This is an optimization exercise on Yosys and OpenROAD, whose aim is small area, a short achievable clock period and few clock cycles per item, not a production implementation. The RTL was checked by simulation tests, not by an equivalence proof against the original design. Power is estimated from default activity; no workload was simulated.

==> 10-05: inputs <==
// positional_list_store_top
module positional_list_store_top (
    input  logic        i_clk,
    input  logic        i_rst_n,
    input  logic        s_axis_tvalid,
    output logic        s_axis_tready,
    input  logic [47:0] s_axis_tdata,    
    output logic        m_axis_tvalid,
    input  logic        m_axis_tready,
    output logic [47:0] m_axis_tdata     
);
clock: 5.5 ns
lec_check: 0
cap_margin: 20
core_margin: 2
core_utilization: 40
cts_cluster_diameter: 80
cts_cluster_size: 20
setup_slack_margin: 3.3
slew_margin: 20
run.sh (not shown) runs the stock make flow with config.mk's settings and CLKGATE_MAP_FILE= SYNTH_SCRIPT=/design/flow/synth_recipe.tcl, a recipe that flattens the netlist after the stock synthesis.
==> 06-14 (differences from 10-05) <==
--- a/flow/design.v
+++ b/flow/design.v
@@ -43,17 +43,16 @@
     output logic [47:0] m_axis_tdata     
 );
     localparam int N  = plst_pkg::CAPACITY;
     localparam int CW = plst_pkg::CNT_W;
     logic [2:0]  w_func;
     logic [7:0]  w_pos;
     logic [N-1:0] w_ph, w_pl;
     logic         r_ready;
-    logic         w_ready;
     logic         r_v1;
     logic         r_fi, r_fr, r_fg, r_fs, r_fc;
     logic [N-1:0] r_ph, r_pl;
     logic [31:0]  r_elem;
     assign w_func = s_axis_tdata[2:0];
     assign w_pos  = s_axis_tdata[10:3];
     always_comb begin
         for (int i = 0; i < N; i++) begin
@@ -67,23 +66,21 @@
     logic         r_ov;
     logic         r_ok;
     logic [31:0]  r_rd;
     logic [CW-1:0] r_ocnt;
     logic         r_sv;
     logic         r_sok;
     logic [CW-1:0] r_scnt;
     logic [N-1:0] r_ssel;
-    logic [N-1:0] r_rsel;
     logic         w_ex;
     logic         w_full;
     logic         w_inl, w_inl1;
     logic         w_ins_ok, w_rem_ok, w_ok;
-    logic [N-1:0] w_gsel, w_rsel_n;
-    logic         w_get_ok;
+    logic [N-1:0] w_gsel, w_rsel;
     logic [N-1:0] w_occ_n;
     logic [CW-1:0] w_cnt_n;
     logic [31:0]  w_rd;
     logic         w_ofree;
     assign w_ex   = r_v1 && !r_sv;
     assign w_full = r_occ[N-1];
     always_comb begin
         w_inl  = 1'b0;
@@ -136,28 +133,26 @@
             .i_up    (w_up),
             .i_dn    (w_dn),
             .i_elem  (r_elem),
             .i_left  (w_left),
             .i_right (w_right),
             .o_slot  (w_slot[i])
         );
     end
-    assign w_get_ok = r_fg && w_inl;
+    assign w_rsel = r_sv ? r_ssel : w_gsel;
     always_comb begin
         w_rd = '0;
         for (int i = 0; i < N; i++) begin
-            w_rd = w_rd | ({32{r_rsel[i]}} & w_slot[i]);
-        end
-        w_rd = w_rd & {32{r_sv || w_get_ok}};
+            w_rd = w_rd | ({32{w_rsel[i]}} & w_slot[i]);
+        end
     end
     assign w_ofree = !r_ov || m_axis_tready;
     logic w_v1_n, w_sv_n;
-    assign w_ready = !(r_v1 && r_sv);
-    assign w_v1_n  = w_ready ? s_axis_tvalid : 1'b1;
+    assign w_v1_n = r_ready ? s_axis_tvalid : 1'b1;
     assign w_sv_n = r_sv ? !w_ofree : (w_ex && !w_ofree);
     always_ff @(posedge i_clk) begin
         if (!i_rst_n) begin
             r_ready <= 1'b1;
             r_v1    <= 1'b0;
             r_sv    <= 1'b0;
             r_ov    <= 1'b0;
             r_occ   <= '0;
@@ -170,30 +165,18 @@
                 r_ov <= r_sv || w_ex;
             end
             if (w_ex) begin
                 r_occ <= w_occ_n;
                 r_cnt <= w_cnt_n;
             end
         end
     end
-    always_comb begin
-        if (w_sv_n) begin
-            w_rsel_n = r_sv ? r_ssel : w_gsel;
-        end else if (w_ready) begin
-            w_rsel_n = w_ph & {N{w_func == plst_pkg::FUNC_GET}};
-        end else begin
-            w_rsel_n = r_ph & {N{r_fg}};
-        end
-    end
-    always_ff @(posedge i_clk) begin
-        r_rsel <= w_rsel_n;
-    end
-    always_ff @(posedge i_clk) begin
-        if (w_ready) begin
+    always_ff @(posedge i_clk) begin
+        if (r_ready) begin
             r_fi   <= (w_func == plst_pkg::FUNC_INSERT);
             r_fr   <= (w_func == plst_pkg::FUNC_REMOVE);
             r_fg   <= (w_func == plst_pkg::FUNC_GET);
             r_fs   <= (w_func == plst_pkg::FUNC_SET);
             r_fc   <= (w_func == plst_pkg::FUNC_CLEAR);
             r_ph   <= w_ph;
             r_pl   <= w_pl;
             r_elem <= s_axis_tdata[42:11];
@@ -202,21 +185,17 @@
     always_ff @(posedge i_clk) begin
         if (!r_sv) begin
             r_sok  <= w_ok;
             r_scnt <= w_cnt_n;
             r_ssel <= w_gsel;
         end
     end
     always_ff @(posedge i_clk) begin
-        if (!i_rst_n) begin
-            r_ok   <= 1'b0;
-            r_ocnt <= '0;
-            r_rd   <= '0;
-        end else if (w_ofree) begin
+        if (w_ofree) begin
             r_ok   <= r_sv ? r_sok  : w_ok;
             r_ocnt <= r_sv ? r_scnt : w_cnt_n;
             r_rd   <= w_rd;
         end
     end
     assign s_axis_tready = r_ready;
     assign m_axis_tvalid = r_ov;
     assign m_axis_tdata  = {7'd0, 3'd0, r_ocnt, r_rd, r_ok};
CTS_CLUSTER_DIAMETER = unset   (was 80)
CTS_CLUSTER_SIZE = unset   (was 20)
SETUP_SLACK_MARGIN = 3.0   (was 3.3)
==> 03-13 (differences from 10-05) <==
--- a/flow/design.v
+++ b/flow/design.v
@@ -43,17 +43,16 @@
     output logic [47:0] m_axis_tdata     
 );
     localparam int N  = plst_pkg::CAPACITY;
     localparam int CW = plst_pkg::CNT_W;
     logic [2:0]  w_func;
     logic [7:0]  w_pos;
     logic [N-1:0] w_ph, w_pl;
     logic         r_ready;
-    logic         w_ready;
     logic         r_v1;
     logic         r_fi, r_fr, r_fg, r_fs, r_fc;
     logic [N-1:0] r_ph, r_pl;
     logic [31:0]  r_elem;
     assign w_func = s_axis_tdata[2:0];
     assign w_pos  = s_axis_tdata[10:3];
     always_comb begin
         for (int i = 0; i < N; i++) begin
@@ -67,23 +66,21 @@
     logic         r_ov;
     logic         r_ok;
     logic [31:0]  r_rd;
     logic [CW-1:0] r_ocnt;
     logic         r_sv;
     logic         r_sok;
     logic [CW-1:0] r_scnt;
     logic [N-1:0] r_ssel;
-    logic [N-1:0] r_rsel;
     logic         w_ex;
     logic         w_full;
     logic         w_inl, w_inl1;
     logic         w_ins_ok, w_rem_ok, w_ok;
-    logic [N-1:0] w_gsel, w_rsel_n;
-    logic         w_get_ok;
+    logic [N-1:0] w_gsel, w_rsel;
     logic [N-1:0] w_occ_n;
     logic [CW-1:0] w_cnt_n;
     logic [31:0]  w_rd;
     logic         w_ofree;
     assign w_ex   = r_v1 && !r_sv;
     assign w_full = r_occ[N-1];
     always_comb begin
         w_inl  = 1'b0;
@@ -136,28 +133,26 @@
             .i_up    (w_up),
             .i_dn    (w_dn),
             .i_elem  (r_elem),
             .i_left  (w_left),
             .i_right (w_right),
             .o_slot  (w_slot[i])
         );
     end
-    assign w_get_ok = r_fg && w_inl;
+    assign w_rsel = r_sv ? r_ssel : w_gsel;
     always_comb begin
         w_rd = '0;
         for (int i = 0; i < N; i++) begin
-            w_rd = w_rd | ({32{r_rsel[i]}} & w_slot[i]);
-        end
-        w_rd = w_rd & {32{r_sv || w_get_ok}};
+            w_rd = w_rd | ({32{w_rsel[i]}} & w_slot[i]);
+        end
     end
     assign w_ofree = !r_ov || m_axis_tready;
     logic w_v1_n, w_sv_n;
-    assign w_ready = !(r_v1 && r_sv);
-    assign w_v1_n  = w_ready ? s_axis_tvalid : 1'b1;
+    assign w_v1_n = r_ready ? s_axis_tvalid : 1'b1;
     assign w_sv_n = r_sv ? !w_ofree : (w_ex && !w_ofree);
     always_ff @(posedge i_clk) begin
         if (!i_rst_n) begin
             r_ready <= 1'b1;
             r_v1    <= 1'b0;
             r_sv    <= 1'b0;
             r_ov    <= 1'b0;
             r_occ   <= '0;
@@ -170,30 +165,18 @@
                 r_ov <= r_sv || w_ex;
             end
             if (w_ex) begin
                 r_occ <= w_occ_n;
                 r_cnt <= w_cnt_n;
             end
         end
     end
-    always_comb begin
-        if (w_sv_n) begin
-            w_rsel_n = r_sv ? r_ssel : w_gsel;
-        end else if (w_ready) begin
-            w_rsel_n = w_ph & {N{w_func == plst_pkg::FUNC_GET}};
-        end else begin
-            w_rsel_n = r_ph & {N{r_fg}};
-        end
-    end
-    always_ff @(posedge i_clk) begin
-        r_rsel <= w_rsel_n;
-    end
-    always_ff @(posedge i_clk) begin
-        if (w_ready) begin
+    always_ff @(posedge i_clk) begin
+        if (r_ready) begin
             r_fi   <= (w_func == plst_pkg::FUNC_INSERT);
             r_fr   <= (w_func == plst_pkg::FUNC_REMOVE);
             r_fg   <= (w_func == plst_pkg::FUNC_GET);
             r_fs   <= (w_func == plst_pkg::FUNC_SET);
             r_fc   <= (w_func == plst_pkg::FUNC_CLEAR);
             r_ph   <= w_ph;
             r_pl   <= w_pl;
             r_elem <= s_axis_tdata[42:11];
@@ -202,21 +185,17 @@
     always_ff @(posedge i_clk) begin
         if (!r_sv) begin
             r_sok  <= w_ok;
             r_scnt <= w_cnt_n;
             r_ssel <= w_gsel;
         end
     end
     always_ff @(posedge i_clk) begin
-        if (!i_rst_n) begin
-            r_ok   <= 1'b0;
-            r_ocnt <= '0;
-            r_rd   <= '0;
-        end else if (w_ofree) begin
+        if (w_ofree) begin
             r_ok   <= r_sv ? r_sok  : w_ok;
             r_ocnt <= r_sv ? r_scnt : w_cnt_n;
             r_rd   <= w_rd;
         end
     end
     assign s_axis_tready = r_ready;
     assign m_axis_tvalid = r_ov;
     assign m_axis_tdata  = {7'd0, 3'd0, r_ocnt, r_rd, r_ok};
CTS_CLUSTER_DIAMETER = unset   (was 80)
CTS_CLUSTER_SIZE = unset   (was 20)
SETUP_SLACK_MARGIN = unset   (was 3.3)
==> qor summary <==
item                                                          06-14                   03-13              10-05
Run status                                           finished clean          finished clean     finished clean
H-tree Lvls                                                       3                       3                  2
Count of multi-input gates                                     2158                    2147               2335
Period utilization                                            47.9%                   64.2%              40.2%
Hold Slack                                                   452 ps                  458 ps             451 ps
Crit path max fanout                                             21                      32                  5
Biggest area consumer among cell classes     flip-flops and latches  flip-flops and latches  multi-input gates
Initial antenna violation count                                   5                       1                  3
Seq_cells                                                       665                     665                681
Non-clock buffer area fraction after layout                   6.34%                   4.55%              7.57%
Relative slew slack                                           38.1%                   16.3%              39.6%
Area of all sequential standard cells                    14400 um^2              14400 um^2         14400 um^2
Reg power frac                                                48.6%                   50.1%              59.0%
Via count of the first global-routing pass                    28400                   28100              29000
Critical Path Source                                       r_occ[2]                    r_sv           r_ph[14]
Number of signal-net buffers in the layout                      216                     169                268
Clock network power                                         5.22 mW                 4.92 mW            3.41 mW
Testbench counts of 10-05, summed over its fixed seeds: cycles 24,016, items 24,000.
Testbench counts of 06-14, summed over its fixed seeds: cycles 24,016, items 24,000.
Testbench counts of 03-13, summed over its fixed seeds: cycles 24,016, items 24,000.

[static timing again, ports no longer ideal]
In the flow no input, the clock included, has a driving cell. The finished layouts below were timed again as built, in two steps. Step 1, drivers: a clkbuf_16 drives i_clk and a buf_2 each remaining input, both assumed. Step 2 adds t to the input delays and takes it off the output delays; t is the mean of the earliest and latest rising clock arrival at the registers after step 1. Input paths then give back, and output paths get back, about the clock's delay inside the block. Three values: ideal ports, drivers, drivers and shift; two values: the first two.
| run | t (ns) | setup WS [ns] | worst hold slack (ns) | worst data-port slew with drivers (ns) | pins driven straight from the clock port |
|---|---|---|---|---|---|
| 10-05 | 0.686 | 3.289 / 3.233 / 2.665 | 0.451 / 0.451 / 0.451 | 0.05 | 1 |
| 06-14 | 0.676 | 2.866 / 2.866 / 2.337 | 0.452 / 0.452 / 0.452 | 0.07 | 1 |
| 03-13 | 0.698 | 1.970 / 1.970 / 1.970 | 0.458 / 0.458 / 0.458 | 0.07 | 1 |
After both steps setup and hold are still met in every run listed. The setup slack of 10-05, which loses most, moves by -0.056 ns with the drivers and by -0.624 ns with both steps.
